This design comes from an exercise in tuning for a short achievable clock period on the open sky130 flow, not from production work.
In this exercise RTL edits were held to simulation tests only and were not proved equivalent to the original.
The clock input has no modelled driver; a real chip could not lean on it and would need a root buffer or a full tree.

== run B ==
==> flow/design.v (excerpt) <==
module rv_decode_top
(
	input  logic        clk,
	input  logic        rst,
	input  logic        in_valid,
	input  logic [31:0] in_pc,
	input  logic [31:0] in_inst,
	input  logic        wb_en,
	input  logic [4:0]  wb_rd,
	input  logic [31:0] wb_data,
	output logic        out_valid,
	output logic [31:0] out_pc,
	output logic [10:0] out_cls,
	output logic        out_illegal,
	output logic [4:0]  out_rd,
	output logic [9:0]  out_mod,
	output logic [31:0] out_op_a,
	output logic [31:0] out_op_b,
	output logic [31:0] out_store_data
);
	logic        rst_w;
	logic [31:1] w_oh1;
	logic [31:0] w_data1;
	logic [31:0] w_data2;
	always_ff @(posedge clk) begin
		rst_w   <= rst;
		w_data1 <= wb_data;
		w_data2 <= w_data1;
		for (int i = 1; i < 32; i++) begin
			w_oh1[i] <= wb_en && !rst && (wb_rd == i[4:0]);
		end
	end
	logic [31:0] regs [1:31];
	always_ff @(posedge clk) begin
		for (int i = 1; i < 32; i++) begin
			if (rst_w) begin
				regs[i] <= '0;
			end else if (w_oh1[i]) begin
				regs[i] <= w_data1;
			end
		end
	end
	logic [4:0]  rs1_in;
	logic [4:0]  rs2_in;
	logic [6:0]  opcode;
	logic [2:0]  funct3;
	logic [6:0]  funct7;
	rv_decode_pkg::inst_class_t cls;
	logic [9:0]  mod;
	logic [31:0] imm;
	logic        use_imm;
	logic        use_pc;
	logic        use_r1;
	assign rs1_in = in_inst[19:15];
  ...
Size in the first run: roughly 6200 cells after synthesis, roughly 1700 flip-flops, roughly 260 I/O pins, roughly 64000 sq um of cells after synthesis.
Settings: LEC_CHECK=0, ABC_CLOCK_PERIOD_IN_PS=1500, CAP_MARGIN=20, CORE_MARGIN=2, CORE_UTILIZATION=38, PLACE_DENSITY=0.55, SETUP_SLACK_MARGIN=2.0, SLEW_MARGIN=20; clock period 3.8 ns.
standard.sh (not shown) runs the stock make flow with config.mk's settings and CLKGATE_MAP_FILE= SYNTH_SCRIPT=/design/flow/synth_recipe.tcl, a recipe that flattens the netlist after the stock synthesis.
==> flow/flow/run.sh <==
#!/bin/bash
# Standard ORFS layout, except that:
#  - the clock tree is built by flow/tree.tcl (a balanced two-level tree of
#    clock buffers, hooked in before the CTS step) instead of TritonCTS;
#  - flow/io.tcl groups the forwarding datapath pins on one edge.
# All of make's output goes to flow_make.log here.
set -euo pipefail
export PRE_CTS_TCL="$PWD/flow/tree.tcl"
export IO_CONSTRAINTS="$PWD/flow/io.tcl"
export CTREE_CLOCK_PORT=clk
export CTREE_LEAF_MAX=26
export CTREE_ROOTS=4
bash standard.sh finish > flow_make.log 2>&1
Other scripts of this flow, unchanged in this note and not shown: flow/flow/io.tcl, flow/flow/tree.tcl
Run B: PASS, flow complete, no timing, DRC or antenna violations
#### Input delta (run H over run B)
--- a/flow/design.v
+++ b/flow/design.v
@@ -141,67 +141,75 @@
 	assign use_r1  = ~(cls.auipc | cls.jal | cls.lui);
 	logic        v1;
 	logic [31:0] pc1;
 	rv_decode_pkg::inst_class_t cls1;
 	logic        ill1;
 	logic [4:0]  rd1;
 	logic [9:0]  mod1;
 	logic [31:0] imm1;
 	logic [4:0]  rs1_1;
 	logic [4:0]  rs2_1;
 	logic [31:1] rs1_oh1;
 	logic [31:1] rs2_oh1;
+	logic [31:1] rs1_ohn1;
+	logic [31:1] rs2_ohn1;
 	logic        use_imm1;
 	logic        use_pc1;
 	logic        use_r1_1;
 	always_ff @(posedge clk) begin
 		if (rst) begin
 			v1 <= 1'b0;
 		end else begin
 			v1 <= in_valid;
 		end
 	end
 	always_ff @(posedge clk) begin
 		pc1      <= in_pc;
 		cls1     <= cls;
 		ill1     <= ~|cls;
 		rd1      <= in_inst[11:7];
 		mod1     <= mod;
 		imm1     <= imm;
 		rs1_1    <= rs1_in;
 		rs2_1    <= rs2_in;
 		use_imm1 <= use_imm;
 		use_pc1  <= use_pc;
 		use_r1_1 <= use_r1;
 		for (int i = 1; i < 32; i++) begin
-			rs1_oh1[i] <= (rs1_in == i[4:0]);
-			rs2_oh1[i] <= (rs2_in == i[4:0]);
+			rs1_oh1[i]  <= (rs1_in == i[4:0]);
+			rs2_oh1[i]  <= (rs2_in == i[4:0]);
+			rs1_ohn1[i] <= (rs1_in != i[4:0]);
+			rs2_ohn1[i] <= (rs2_in != i[4:0]);
 		end
 	end
 	logic [31:0] rf1_lo;
 	logic [31:0] rf1_hi;
 	logic [31:0] rf2_lo;
 	logic [31:0] rf2_hi;
 	always_comb begin
 		rf1_lo = '0;
 		rf2_lo = '0;
 		rf1_hi = '0;
 		rf2_hi = '0;
 		for (int i = 1; i < 16; i++) begin
-			rf1_lo = rf1_lo | ({32{rs1_oh1[i]}} & regs[i]);
-			rf2_lo = rf2_lo | ({32{rs2_oh1[i]}} & regs[i]);
+			rf1_lo[15:0]  = rf1_lo[15:0]  | ({16{rs1_oh1[i]}}   & regs[i][15:0]);
+			rf1_lo[31:16] = rf1_lo[31:16] | ({16{~rs1_ohn1[i]}} & regs[i][31:16]);
+			rf2_lo[15:0]  = rf2_lo[15:0]  | ({16{rs2_oh1[i]}}   & regs[i][15:0]);
+			rf2_lo[31:16] = rf2_lo[31:16] | ({16{~rs2_ohn1[i]}} & regs[i][31:16]);
 		end
 		for (int i = 16; i < 32; i++) begin
-			rf1_hi = rf1_hi | ({32{rs1_oh1[i]}} & regs[i]);
-			rf2_hi = rf2_hi | ({32{rs2_oh1[i]}} & regs[i]);
+			rf1_hi[15:0]  = rf1_hi[15:0]  | ({16{rs1_oh1[i]}}   & regs[i][15:0]);
+			rf1_hi[31:16] = rf1_hi[31:16] | ({16{~rs1_ohn1[i]}} & regs[i][31:16]);
+			rf2_hi[15:0]  = rf2_hi[15:0]  | ({16{rs2_oh1[i]}}   & regs[i][15:0]);
+			rf2_hi[31:16] = rf2_hi[31:16] | ({16{~rs2_ohn1[i]}} & regs[i][31:16]);
 		end
 	end
 	logic hit1_c0;
 	logic hit2_c0;
 	logic hit1_c1;
 	logic hit2_c1;
 	assign hit1_c0 = |(w_oh1 & rs1_oh1);
 	assign hit2_c0 = |(w_oh1 & rs2_oh1);
 	assign hit1_c1 = wb_en && (wb_rd == rs1_1) && (rs1_1 != '0);
 	assign hit2_c1 = wb_en && (wb_rd == rs2_1) && (rs2_1 != '0);
 	logic        v2;
 	logic [31:0] pc2;
- Looking at area after synthesis, run H sits about 3% higher than run B does.
- Sequential share of layout area: run B and run H compared, lower one is run H
- When run H is measured against run B, its estimated wirelength of the detail-placed design turns out about 4% lower.
- Changes observed in run H relative to run B: total length of routed met3 wires lower; wire length of the first global-routing pass lower.
- From run H to run B, hold-fix buffer count after cts did not move at all.
In every run of this note, the design's own scripts or RTL, not TritonCTS, make the clock network.

-- port drivers added, routing unchanged --
No port has a modelled driver above. Below, the same layouts with a new extraction and two added sets of constraints.
Step 1 (the two cells are an assumption about what drives the block):
set clk [get_ports {clk}]
set_driving_cell -lib_cell sky130_fd_sc_hd__clkbuf_16 $clk
set_driving_cell -lib_cell sky130_fd_sc_hd__buf_2 [delete_from_list [all_inputs] $clk]
Step 2, shift: input delay + t, output delay - t, t = (earliest + latest rising clock arrival at the registers) / 2. This alone moves slack from input paths to output paths.
a / b / c = ideal / step 1 / step 2; a / b = the first two.
| run | t, ns | slack for setup (ns) | latest minus earliest clock arrival (ns) | slew at the worst register clock pin (ns) |
|---|---|---|---|---|
| run B | 0.726 | 1.871 / 1.813 / 1.371 | 0.043 / 0.043 | 0.11 / 0.11 |
| run H | 0.825 | 1.903 / 1.726 / 1.287 | 0.063 / 0.063 | 0.12 / 0.12 |
After both steps setup and hold are still met in every run listed. For run H, which loses most, drivers alone change the setup slack by -0.177 ns; drivers and shift together by -0.616 ns.
